Source: an optimization exercise on an open RTL-to-GDS flow (aim: small area). Production flows keep margins and buffers that such runs may drop.
Only simulation tests tie the RTL to the original design; equivalence was not proved.
Power figures rest on the tool's default switching activity, not on a simulated workload. The clock port is modelled as an ideal driver; clocking choices that lean on that would not hold on a real chip.

Setup of run 1:
Design conv_window_gen, start of the top module:
module conv_window_gen #(
    parameter int IMG_W = 256,
    parameter int IMG_H = 256,
    parameter int PIX_W = 8
) (
    input  logic               clk,
    input  logic               rst,
    input  logic               go,
    input  logic [PIX_W-1:0]   pix_in,
    input  logic               pix_valid,
    output logic               pix_ready,
    output logic [9*PIX_W-1:0] win_out,
    output logic               win_valid,
    input  logic               win_ready,
    output logic               busy,
    output logic               done
);
Size in the first run: about 9300 cells after synthesis, roughly 4100 flip-flops, about 130000 sq um of cells after synthesis.
clock: 10.0 ns
lec_check: 0
cap_margin: 20
core_margin: 2
core_utilization: 70
slew_margin: 20
cts_args: -sink_clustering_enable -repair_clock_nets -dont_use_dummy_load -sink_clustering_size 21 -sink_clustering_max_diameter 60 -buf_list sky130_fd_sc_hd__clkbuf_8
buffer_ports_args: -buffer_cell sky130_fd_sc_hd__buf_1
standard.sh (not shown) runs the stock make flow with config.mk's settings and CLKGATE_MAP_FILE= SYNTH_SCRIPT=/design/flow/synth_recipe.tcl, a recipe that flattens the netlist after the stock synthesis.
==> flow/flow/run.sh <==
#!/bin/bash
# Standard layout (the standard.sh, standard synthesis unchanged) with CTS
# tuned for area: small clock buffers, no dummy loads, and port buffers of the
# smallest buffer cell.
set -euo pipefail
cd "$(dirname "$0")/.."
source flow/knobs.sh
cat >> config.mk <<EOC
export CTS_ARGS = -sink_clustering_enable -repair_clock_nets -dont_use_dummy_load -sink_clustering_size $CTS_SIZE -sink_clustering_max_diameter $CTS_DIAM -buf_list $CTS_BUFS
export BUFFER_PORTS_ARGS = -buffer_cell sky130_fd_sc_hd__buf_1
EOC
bash standard.sh finish > flow_make.log 2>&1
==> flow/flow/knobs.sh <==
CTS_SIZE=21
CTS_DIAM=60
CTS_BUFS=sky130_fd_sc_hd__clkbuf_8
> inputs changed (run 1 -> run 2)
- CORE_UTILIZATION changed from 70 to 77
- CTS_ARGS changed from -sink_clustering_enable -repair_clock_nets -dont_use_dummy_load -sink_clustering_size 21 -sink_clustering_max_diameter 60 -buf_list sky130_fd_sc_hd__clkbuf_8 to -sink_clustering_enable -repair_clock_nets -dont_use_dummy_load -sink_clustering_size 20 -sink_clustering_max_diameter 60 -buf_list sky130_fd_sc_hd__clkbuf_8
-- flow/flow/knobs.sh --
<<< run 1, line 1
CTS_SIZE=21
>>> run 2, line 1
CTS_SIZE=20
## What came out
- Every run in the comparison, run 1 and run 2, completed the flow with a clean layout.
- On summed area of non-filler cells in the final layout, run 1 tracks run 2 almost exactly.
- From run 1 to run 2 the numbers moved as follows: setup slack moved down, layout net count level.
Edits applied to the flow inputs when going from run 2 to run 3:
- CORE_UTILIZATION: 77 -> 70
Results
- Run 2 -> run 3: worst supply voltage drop on vdd decreased by more than a quarter
- Worst-margin pin slew was higher in run 3 than in run 2.
- Per the comparison of run 3 with run 2, global-route usage decreased 1.8 points, number of global-route vias before repair went down by 494.
- Run 3 vs run 2: layout clock buffer count up slightly
- Per the comparison of run 3 with run 2, power share of the combinational group did not really move, proportion of cell area occupied by multi-input gates did not really move, total CTS buffers went up, total via count in the routed design went down.

* * *

before:
conv_window_gen, a different RTL version from the one above (not shown whole).
For scale: about 4,200 cells after synthesis, ~4,100 flip-flops, ~89 I/O pins, ~120,000 um2 of cells after synthesis.
## conv_window_gen
module conv_window_gen #(
    parameter int IMG_W = 256,
    parameter int IMG_H = 256,
    parameter int PIX_W = 8
) (
    input  logic               clk,
    input  logic               rst,
    input  logic               go,
    input  logic [PIX_W-1:0]   pix_in,
    input  logic               pix_valid,
    output logic               pix_ready,
    output logic [9*PIX_W-1:0] win_out,
    output logic               win_valid,
    input  logic               win_ready,
    output logic               busy,
    output logic               done
);
Settings: LEC_CHECK=0, CAP_MARGIN=20, CORE_MARGIN=2, CORE_UTILIZATION=70, SLEW_MARGIN=20, CTS_ARGS=-sink_clustering_enable -repair_clock_nets -dont_use_dummy_load -sink_clustering_size 40 -sink_clustering_max_diameter 80 -buf_list sky130_fd_sc_hd__clkbuf_16, BUFFER_PORTS_ARGS=-buffer_cell sky130_fd_sc_hd__buf_1; clock period 10.0 ns.
==> flow/flow/knobs.sh <==
CTS_SIZE=40
CTS_DIAM=80
CTS_BUFS=sky130_fd_sc_hd__clkbuf_16
Scripts as last shown in full above: flow/flow/run.sh
Here is what was changed in the inputs of after compared with before.
==> flow/run.sh (new file) <==
#!/bin/bash
# synth_recipe.tcl (not shown) runs the flow's synth.tcl, then flattens the netlist and writes it again
# the make line also repeats each setting of config.mk as NAME=value (left out here)
make -C /OpenROAD-flow-scripts/flow DESIGN_CONFIG=/design/flow/config.mk WORK_HOME=/design/flow/orfs CLKGATE_MAP_FILE= SYNTH_SCRIPT=/design/flow/synth_recipe.tcl finish
--- a/flow/config.mk
+++ b/flow/config.mk
@@ -11,3 +11 @@
 export SLEW_MARGIN = 20
-export CTS_ARGS = -sink_clustering_enable -repair_clock_nets -dont_use_dummy_load -sink_clustering_size 40 -sink_clustering_max_diameter 80 -buf_list sky130_fd_sc_hd__clkbuf_16
-export BUFFER_PORTS_ARGS = -buffer_cell sky130_fd_sc_hd__buf_1
removed: flow/flow/run.sh
removed: flow/flow/knobs.sh
removed: flow/standard.sh
Notes after the runs:
Sort before and after by switching power, ascending, and before comes first. Taking before as the reference, in after standby leakage power went up 0.0043 uW; global-route usage went up 4.0 points. Summary of after over before: first-pass GRT wire length increased about 26%, register share of total power decreased 15 points, number of nets in the layout increased 5.6%. Summary — via count, after relative to before: higher, by 2,722. Clock transition at the registers of the reported paths is lower on after. In the final design statistics, after uses more standard cells in total than before. As of after, final weighted congestion of routability-driven global placement had risen by a few percent compared to before. Share of power burned in combinational logic: after lower than before.

==> re-timing with driven ports <==
The flow's constraints put no driver on any port. The routed layouts listed below were extracted and timed again, unchanged, in two steps.
Step 1: set_driving_cell puts a clkbuf_16 on clk and a buf_2 on each other input, an assumption about the parent block.
Step 2 adds t to the input delays and takes it off the output delays; t is the mean of the earliest and latest rising clock arrival at the registers after step 1. Input paths then give back, and output paths get back, about the clock's delay inside the block.
Three values: ideal ports, drivers, drivers and shift; two values: the first two.
run	shift t [ns]	setup WS [ns]	worst setup path after step 2
run 1	1.047	5.288 / 5.264 / 4.723	input to register
run 2	1.042	5.278 / 5.252 / 4.780	input to register
run 3	1.042	5.300 / 5.276 / 4.756	input to register
before	0.872	5.444 / 5.422 / 4.846	input to register
after	1.005	4.685 / 4.661 / 4.400	input to register
After both steps setup and hold are still met in every run listed. For before, which loses most, drivers alone change the setup slack by -0.022 ns; drivers and shift together by -0.598 ns.
